Source: an optimization exercise on an open RTL-to-GDS flow (aim: small area, a short achievable clock period and few clock cycles per item). Production flows keep margins and buffers that such runs may drop. In this exercise RTL edits were held to simulation tests only and were not proved equivalent to the original.

**design/flow/design.v**
```verilog
package rau_pkg;
  localparam int unsigned ValueWidth = 32;
  localparam logic [2:0] FUNC_ADD = 3'd0;
  localparam logic [2:0] FUNC_SUB = 3'd1;
  localparam logic [2:0] FUNC_MUL = 3'd2;
  localparam logic [2:0] FUNC_DIV = 3'd3;
  localparam logic [2:0] FUNC_NEG = 3'd4;
  localparam logic [2:0] FUNC_EQ  = 3'd5;
  localparam logic [1:0] ST_OK       = 2'd0;
  localparam logic [1:0] ST_ZERO_DEN = 2'd1;
  localparam logic [1:0] ST_DIV_ZERO = 2'd2;
  localparam logic [1:0] ST_OVERFLOW = 2'd3;
endpackage
module rau_front (
  input  logic [31:0] v_i,
  output logic        neg_o,
  output logic [31:0] mag_o
);
  assign neg_o = v_i[31];
  assign mag_o = v_i[31] ? (32'd0 - v_i) : v_i;
endmodule
module rau_gcd (
  input  logic [63:0] v_i,
  output logic [6:0]  lz_o
);
  always_comb begin
    lz_o = 7'd64;
    for (int i = 0; i < 64; i++) begin
      if (v_i[i]) lz_o = 7'(63 - i);
    end
  end
endmodule
module rau_back (
  input  logic        clk_i,
  input  logic        rst_ni,
  input  logic        in_valid_i,
  output logic        in_ready_o,
  input  logic [2:0]  func_i,
  input  logic [31:0] ln_i,
  input  logic [31:0] ld_i,
  input  logic [31:0] rn_i,
  input  logic [31:0] rd_i,
  output logic        out_valid_o,
  input  logic        out_ready_i,
  output logic [31:0] num_o,
  output logic [30:0] den_o,
  output logic        eq_o,
  output logic [1:0]  status_o
);
  typedef enum logic [2:0] {
    S_IDLE, S_MUL, S_COMB, S_ALIGN, S_QUOT, S_FIN, S_OUT
  } state_e;
  state_e      st_q;
  logic [2:0]  func_q;
  logic        sa_q, sb_q, rneg_q, eq_q, sticky_q;
  logic [1:0]  status_q;
  logic [5:0]  cnt_q;
  logic        pb1_q, pb2_q;
  logic [31:0] ra_q, rb_q;
  logic [34:0] h1_q, h2_q, h3_q;
  logic [31:0] l1_q, l2_q, l3_q;
  logic [31:0] re_q, rf_q;
  logic        ln_s, ld_s, rn_s, rd_s;
  logic [31:0] ln_m, ld_m, rn_m, rd_m;
  rau_front u_fln (.v_i(ln_i), .neg_o(ln_s), .mag_o(ln_m));
  rau_front u_fld (.v_i(ld_i), .neg_o(ld_s), .mag_o(ld_m));
  rau_front u_frn (.v_i(rn_i), .neg_o(rn_s), .mag_o(rn_m));
  rau_front u_frd (.v_i(rd_i), .neg_o(rd_s), .mag_o(rd_m));
  logic       early;
  logic [1:0] early_st;
  always_comb begin
    early    = 1'b1;
    early_st = rau_pkg::ST_OK;
    if (func_i > rau_pkg::FUNC_EQ) begin
      early_st = rau_pkg::ST_OK;
    end else if (ld_i == '0 || (func_i != rau_pkg::FUNC_NEG && rd_i == '0)) begin
      early_st = rau_pkg::ST_ZERO_DEN;
    end else if (func_i == rau_pkg::FUNC_DIV && rn_i == '0) begin
      early_st = rau_pkg::ST_DIV_ZERO;
    end else begin
      early = 1'b0;
    end
  end
  logic        last_mul;
  logic [2:0]  dg1, dg2;
  logic [31:0] m1, m2;
  logic [34:0] s1, s2, s3;
  function automatic logic [34:0] booth_pp(input logic [31:0] m, input logic [2:0] dg);
    case (dg)
      3'b001, 3'b010: booth_pp = {3'b000, m};
      3'b011:         booth_pp = {2'b00, m, 1'b0};
      3'b100:         booth_pp = ~{2'b00, m, 1'b0} + 35'd1;
      3'b101, 3'b110: booth_pp = ~{3'b000, m} + 35'd1;
      default:        booth_pp = '0;
    endcase
  endfunction
  assign last_mul = (cnt_q == 6'd16);
  assign dg1 = last_mul ? {2'b00, pb1_q} : {l1_q[1:0], pb1_q};
  assign dg2 = last_mul ? {2'b00, pb2_q} : {l2_q[1:0], pb2_q};
  assign m1  = (func_q == rau_pkg::FUNC_MUL) ? rb_q : ra_q;
  assign m2  = (func_q == rau_pkg::FUNC_MUL) ? ra_q : rb_q;
  assign s1  = h1_q + booth_pp(m1, dg1);
  assign s2  = h2_q + booth_pp(m2, dg2);
  assign s3  = h3_q + booth_pp(rb_q, dg1);
  logic [63:0] a_v, b_v;
  logic        addsub_sub;
  logic [64:0] addsub;
  logic        qb;
  logic [6:0]  za, zb;
  logic [6:0]  kdiff;
  logic [32:0] tn, sn;
  logic [33:0] xt, xs;
  logic        ebn;
  assign a_v = {h1_q[31:0], l1_q};
  assign b_v = {h2_q[31:0], l2_q};
  assign ebn = sb_q ^ (func_q == rau_pkg::FUNC_SUB);
  assign addsub_sub = !(st_q == S_COMB && func_q[2:1] == 2'b00 && sa_q == ebn);
  assign addsub = {1'b0, a_v} + ({1'b0, b_v} ^ {65{addsub_sub}}) + {64'd0, addsub_sub};
  assign qb = ~addsub[64];
  rau_gcd u_lza (.v_i(a_v), .lz_o(za));
  rau_gcd u_lzb (.v_i(b_v), .lz_o(zb));
  assign kdiff = zb - za;
  assign tn = {1'b0, l3_q} + {1'b0, re_q};
  assign sn = {1'b0, h3_q[31:0]} + {1'b0, rf_q};
  assign xt = {1'b0, re_q, 1'b0} + {2'b00, qb ? ra_q : 32'd0};
  assign xs = {1'b0, rf_q, 1'b0} + {2'b00, qb ? rb_q : 32'd0};
  logic t_big, s_big;
  assign t_big = tn > 33'h0_8000_0000;
  assign s_big = sn >= 33'h0_8000_0000;
  assign in_ready_o  = (st_q == S_IDLE);
  assign out_valid_o = (st_q == S_OUT);
  assign num_o       = ra_q;
  assign den_o       = rb_q[30:0];
  assign eq_o        = eq_q;
  assign status_o    = status_q;
  always_ff @(posedge clk_i or negedge rst_ni) begin
    if (!rst_ni) begin
      st_q <= S_IDLE;
    end else begin
      case (st_q)
        S_IDLE:  if (in_valid_i) st_q <= early ? S_OUT :
                                          (func_i == rau_pkg::FUNC_NEG) ? S_ALIGN : S_MUL;
        S_MUL:   if (last_mul) st_q <= S_COMB;
        S_COMB: begin
          if (func_q == rau_pkg::FUNC_EQ) st_q <= S_OUT;
          else if (func_q == rau_pkg::FUNC_MUL || func_q == rau_pkg::FUNC_DIV) st_q <= S_ALIGN;
          else if (sa_q == ebn || qb) st_q <= S_ALIGN;
        end
        S_ALIGN: begin
          if (sticky_q || t_big || s_big || b_v == '0) st_q <= S_FIN;
          else if (!kdiff[6]) st_q <= S_QUOT;
        end
        S_QUOT:  if (cnt_q == '0 || xt[33:32] != '0 || xs[33:32] != '0) st_q <= S_ALIGN;
        S_FIN:   st_q <= S_OUT;
        S_OUT:   if (out_ready_i) st_q <= S_IDLE;
        default: st_q <= S_IDLE;
      endcase
    end
  end
  always_ff @(posedge clk_i) begin
    case (st_q)
      S_IDLE: begin
        func_q   <= func_i;
        sa_q     <= ln_s ^ ld_s;
        sb_q     <= rn_s ^ rd_s;
        rneg_q   <= ~(ln_s ^ ld_s);
        status_q <= early_st;
        eq_q     <= 1'b0;
        sticky_q <= 1'b0;
        cnt_q    <= '0;
        pb1_q    <= 1'b0;
        pb2_q    <= 1'b0;
        h1_q     <= '0;
        h2_q     <= '0;
        h3_q     <= '0;
        re_q     <= '0;
        rf_q     <= '0;
        if (early) begin
          ra_q <= '0;
          rb_q <= '0;
        end else if (func_i == rau_pkg::FUNC_NEG) begin
          l1_q <= ln_m;
          l2_q <= ld_m;
          l3_q <= 32'd1;
          ra_q <= 32'd0;
          rb_q <= 32'd1;
        end else begin
          ra_q <= ln_m;
          rb_q <= ld_m;
          l1_q <= rd_m;
          l2_q <= rn_m;
          l3_q <= '0;
        end
      end
      S_MUL: begin
        cnt_q <= cnt_q + 6'd1;
        if (!last_mul) begin
          h1_q  <= {{2{s1[34]}}, s1[34:2]};
          h2_q  <= {{2{s2[34]}}, s2[34:2]};
          h3_q  <= {{2{s3[34]}}, s3[34:2]};
          l1_q  <= {s1[1:0], l1_q[31:2]};
          l2_q  <= {s2[1:0], l2_q[31:2]};
          l3_q  <= {s3[1:0], l3_q[31:2]};
          pb1_q <= l1_q[1];
          pb2_q <= l2_q[1];
        end else begin
          h1_q <= s1;
          h2_q <= s2;
          h3_q <= s3;
        end
      end
      S_COMB: begin
        l3_q <= 32'd1;
        ra_q <= 32'd0;
        re_q <= 32'd0;
        h3_q <= '0;
        rb_q <= 32'd1;
        rf_q <= 32'd0;
        case (func_q)
          rau_pkg::FUNC_MUL: begin
            {h1_q[31:0], l1_q} <= b_v;
            {h2_q[31:0], l2_q} <= a_v;
            rneg_q <= sa_q ^ sb_q;
          end
          rau_pkg::FUNC_DIV: rneg_q <= sa_q ^ sb_q;
          rau_pkg::FUNC_EQ: begin
            eq_q <= (addsub[63:0] == '0) && (sa_q == sb_q || a_v == '0);
            ra_q <= '0;
            rb_q <= '0;
          end
          default: begin
            if (sa_q == ebn || qb) begin
              {h1_q[31:0], l1_q} <= addsub[63:0];
              {h2_q[31:0], l2_q} <= {h3_q[31:0], l3_q};
              rneg_q <= sa_q;
            end else begin
              {h1_q[31:0], l1_q} <= b_v;
              {h2_q[31:0], l2_q} <= a_v;
              sa_q <= ebn;
              sb_q <= sa_q ^ (func_q == rau_pkg::FUNC_SUB);
              l3_q <= l3_q;
              h3_q <= h3_q;
            end
          end
        endcase
      end
      S_ALIGN: begin
        l3_q <= ra_q;
        ra_q <= tn[31:0];
        h3_q <= {3'b000, rb_q};
        rb_q <= sn[31:0];
        re_q <= '0;
        rf_q <= '0;
        if (sticky_q || t_big || s_big) begin
          status_q <= rau_pkg::ST_OVERFLOW;
        end else if (b_v != '0) begin
          if (kdiff[6]) begin
            {h1_q[31:0], l1_q} <= b_v;
            {h2_q[31:0], l2_q} <= a_v;
          end else begin
            {h2_q[31:0], l2_q} <= b_v << kdiff[5:0];
            cnt_q <= kdiff[5:0];
          end
        end
      end
      S_QUOT: begin
        re_q <= xt[31:0];
        rf_q <= xs[31:0];
        if (xt[33:32] != '0 || xs[33:32] != '0) sticky_q <= 1'b1;
        if (cnt_q != '0) begin
          if (qb) {h1_q[31:0], l1_q} <= addsub[63:0];
          {h2_q[31:0], l2_q} <= b_v >> 1;
          cnt_q <= cnt_q - 6'd1;
        end else begin
          {h1_q[31:0], l1_q} <= b_v;
          {h2_q[31:0], l2_q} <= qb ? addsub[63:0] : a_v;
        end
      end
      S_FIN: begin
        if (status_q != rau_pkg::ST_OK) begin
          ra_q <= '0;
          rb_q <= '0;
        end else if (ra_q[31] && !rneg_q) begin
          status_q <= rau_pkg::ST_OVERFLOW;
          ra_q <= '0;
          rb_q <= '0;
        end else if (rneg_q) begin
          ra_q <= 32'd0 - ra_q;
        end
      end
      default: ;
    endcase
  end
endmodule
module rational_arithmetic_unit (
  input  logic        clk_i,
  input  logic        rst_ni,
  input  logic        in_valid,
  output logic        in_ready,
  input  logic [2:0]  in_func,
  input  logic [31:0] in_left_numerator,
  input  logic [31:0] in_left_denominator,
  input  logic [31:0] in_right_numerator,
  input  logic [31:0] in_right_denominator,
  output logic        out_valid,
  input  logic        out_ready,
  output logic [31:0] out_result_numerator,
  output logic [30:0] out_result_denominator,
  output logic        out_is_equal,
  output logic [1:0]  out_status
);
  rau_back u_back (
    .clk_i      (clk_i),
    .rst_ni     (rst_ni),
    .in_valid_i (in_valid),
    .in_ready_o (in_ready),
    .func_i     (in_func),
    .ln_i       (in_left_numerator),
    .ld_i       (in_left_denominator),
    .rn_i       (in_right_numerator),
    .rd_i       (in_right_denominator),
    .out_valid_o(out_valid),
    .out_ready_i(out_ready),
    .num_o      (out_result_numerator),
    .den_o      (out_result_denominator),
    .eq_o       (out_is_equal),
    .status_o   (out_status)
  );
endmodule
```
**design/flow/run.sh**
```bash
#!/bin/bash
# synth_recipe.tcl (not shown) runs the flow's synth.tcl, then flattens the netlist and writes it again
# the make line also repeats each setting of config.mk as NAME=value (left out here)
make -C /OpenROAD-flow-scripts/flow DESIGN_CONFIG=/design/flow/config.mk WORK_HOME=/design/flow/orfs CLKGATE_MAP_FILE= SYNTH_SCRIPT=/design/flow/synth_recipe.tcl finish
```
**design/flow/config.mk**
```make
export PLATFORM = sky130hd
export DESIGN_NAME = rational_arithmetic_unit
export DESIGN_NICKNAME = rational_arithmetic_unit
export VERILOG_FILES = /design/flow/design.v
export SDC_FILE = /design/flow/constraint.sdc
export NUM_CORES = 4
export LEC_CHECK = 0
export CAP_MARGIN = 20
export CORE_MARGIN = 2
export CORE_UTILIZATION = 40
export PLACE_DENSITY = 0.6
export SLEW_MARGIN = 20
```
**design/flow/constraint.sdc**
```tcl
create_clock -name core_clock -period 12.0 [get_ports {clk_i}]
set_input_delay 2.4000 -clock core_clock [delete_from_list [all_inputs] [get_ports {clk_i}]]
set_output_delay 2.4000 -clock core_clock [all_outputs]
set_load 0.01 [all_outputs]
```
==> results.cfg <==
[worst_setup_path]
critPathMaxFanout = 56
arrival_ns = 10.81
worstPathRequired_ns = 12.55
cp_slowest_cell = dfrtp_4
start_kind = flip-flop
cp_slowest_stage_delay_ns = 0.90
critPathKind = flip-flop to flip-flop
path_common_cell = buf_4
cp-end-kind = flip-flop

[place]
dp_hpwl_um = 191000
io_buffers = 202
dp_slack_ns = 1.91
place_congestion = 1.03
post-place-cells = 8032

[yosys]
synthDistinctLibCells = 113
synth.cell_area_um2 = 50200
yosys_warnings = 2
synth-edff-count = 347
yosysTopAreaCell = edfxtp_1
synthTopCellsByCount = nand2_1 (753), a21oi_1 (628), nor2_1 (578)
syn_nets = 7003
ys_ff_latch = 350
synth_ff_type = edfxtp_1
yosysMostFrequentCell = nand2_1
synthTopCellsByArea = edfxtp_1 (21%), ha_1 (7.7%), a21oi_1 (6.3%)
postSynthCellCount = 6549
seq_area_frac_synth = 0.209
async_reset_ff_frac = 0.00857
yosys.area.top_type_share = 0.208
syn_area_per_cell_um2 = 7.66

[layout]
nets = 6901
fillCellCount = 12400
layout.cells.non_filler = 8127
area_growth_pct = 10.2
drive_gt1_frac = 0.0616

[clocking]
holdBufCountCts = 0
cts_tree = yes
cts_max_path_buffers = 3
cts_setup_buffers = 0
cts_buffers = 48
clock_latency_ns = 0.67
root_buffer = clkbuf_16
clk_pin_slew_ns = 0.07
ctsResizeCount = 0
clkSinkCount = 350
htreeDepth = 2

[global_routing]
grt_max_degree = 75
grt_overflow = 0
grt_pass1_wl_um = 352000
grt_pass1_vias = 49500
grtUsageTotal = 0.372
antenna_found_initial = 23

[timing]
relSlewSlack = 0.225
grt_setup_unrepaired = no
setup-tns-final_ns = 0
hold_ws_ns = 0.691
fmax_mhz = 97.5
setup_violations = 0
timing.final.crit_share = 0.855
drv_slew = 0
worst_pin_slew_ns = 1.14
period_needed_ns = 10.26
worst_slack_ns = 1.74
finClkSkew_ns = 0.0338
final_hold_viol_count = 0

[floorplanning]
die_w_um = 358
initial_core_util = 0.404
die_area_um2 = 128000
io_pins = 203
core_area_um2 = 124000
die-height_um = 358
row_count = 129

[drt]
drc_errors = 0
drt_iter0_drc = 7637
viasPerCell = 6.76
drtAntennaViolNets = 0
dr.pass1.iters = 9
via_count = 54900
wire_per_inst_um = 30.5
drt-total-wl_um = 248000

[status]
outcome = finished clean

[flow_run]
maxCapViolations = 0

[hold_path]
min_path_type = flip-flop to flip-flop
-- worst max-delay path: cells and delay by family, from the launching register on --
| family | cells | cell delay [ns] |
|---|---|---|
| simple gates | 6 | 1.27 |
| xor+xnor | 2 | 0.35 |
| flops | 1 | 0.90 |
| compound gates | 19 | 5.16 |
| buf+inv | 5 | 1.71 |
| fa+ha+maj | 2 | 0.62 |
-- logic make-up (layout without fill, tap and decap cells) --
logic type | Yosys count | count (layout) | synth area share
fa+ha+maj | 319 | 319 | 0.0810
mux | 293 | 293 | 0.0688
compound gates | 2261 | 2261 | 0.296
buf+inv | 658 | 591 | 0.0525
xor+xnor | 543 | 543 | 0.0952
other cells | 0 | 8 | 0
flops | 350 | 350 | 0.209
simple gates | 2125 | 2125 | 0.197
-- sequential cells by signal (all words and copies together), names as in the netlist, 2 cells and up --
| name | flops |
|---|---|
| u_back.h2_q | 35 |
| u_back.l2_q | 32 |
| u_back.re_q | 32 |
| u_back.ra_q | 32 |
| u_back.rf_q | 32 |
| u_back.cnt_q | 6 |
| u_back.rb_q | 32 |
| u_back.l1_q | 32 |
| u_back.h3_q | 35 |
| u_back.func_q | 3 |
| u_back.status_q | 2 |
| u_back.l3_q | 32 |
| u_back.h1_q | 35 |
| u_back.st_q | 3 |
-- final cells by class --
type                            instances  area (um2)  area share
Antenna cell                            8        20.0    0.000362
Clock buffer                           53        1220      0.0221
Clock inverter                         32         385     0.00697
Inverter                              150         563      0.0102
Multi-Input combinational cell       5541       37400       0.676
Sequential cell                       350       10500       0.190
Tap cell                             1637        2050      0.0370
Timing Repair Buffer                  356        3190      0.0577
-- through the flow --
step	utilization	area, um2
6_report	0.446	55300
5_1_grt	0.446	55300
4_1_cts	0.445	55300
3_5_place_dp	0.432	53700
3_3_place_gp	0.432	53600
2_1_floorplan	-	50200
-- layer usage --
metal / vias to the layer above / global-route usage / share of wire
li1: 24400 / - / -
met1: 26200 / 0.486 / 0.38
met2: 3672 / 0.541 / 0.41
met3: 675 / 0.0913 / 0.13
met4: 14 / 0.247 / 0.077
met5: - / 0 / 0.00037
-- cells in the final DEF, fill, tap and decap left out, drive strengths merged, types with 43 or more instances in the layout --
master	instances
clkdlybuf4s50	201
a211oi	72
clkbuf	54
inv	151
ha	309
nor3	154
and2	88
nand2b	74
nand2	753
xnor2	326
o21ai	521
o21bai	62
o221ai	85
nor4	77
mux2i	241
o22a	43
buf	154
edfxtp	347
o211ai	54
nor2	578
a221o	61
o31ai	63
a221oi	97
nand4	48
a21oi	630
xor2	216
nand3	90
or3	66
o21a	58
a21o	138
o22ai	67
-- worst paths after layout --
check | cells after the start | slack [ns] | startpoint | end
max in group asynchronous | 1 | 9.68 | rst_ni | u_back.st_q[1]$_DFFE_PN0P_
worst max register to register | 34 | 1.74 | u_back.st_q[1]$_DFFE_PN0P_ | u_back.st_q[0]$_DFFE_PN0P_
worst min-delay path | 1 | 0.69 | u_back.cnt_q[0]$_DFFE_PP_ | u_back.cnt_q[0]$_DFFE_PP_
worst max-delay path | 34 | 1.74 | u_back.st_q[1]$_DFFE_PN0P_ | u_back.st_q[0]$_DFFE_PN0P_
min in group asynchronous | 1 | 2.02 | rst_ni | u_back.st_q[0]$_DFFE_PN0P_
worst min register to register | 1 | 0.69 | u_back.cnt_q[0]$_DFFE_PP_ | u_back.cnt_q[0]$_DFFE_PP_
Testbench counts, summed over its fixed seeds: cycles 70,695, items 1,280.

==> afterwards: timing with drivers on the ports <==
No port has a modelled driver above. Below, the same layout with a new extraction and two added sets of constraints.
Step 1 assumes that a clkbuf_16 drives the clock port and a buf_2 every other input.
Step 2 times the ports against the registers' clock, not the clock port: input delays grow and output delays shrink by t, the midpoint of the rising clock arrivals with the driver on.
Three values: ideal ports, drivers, drivers and shift; two values: the first two.
t (ns): 0.732
setup slack, ns: 1.739 / 1.739 / 1.739
cell pins on the clock port's net: 1
After both steps setup and hold are still met in this run. For this run, drivers alone change the setup slack by 0.000 ns; drivers and shift together by 0.000 ns.
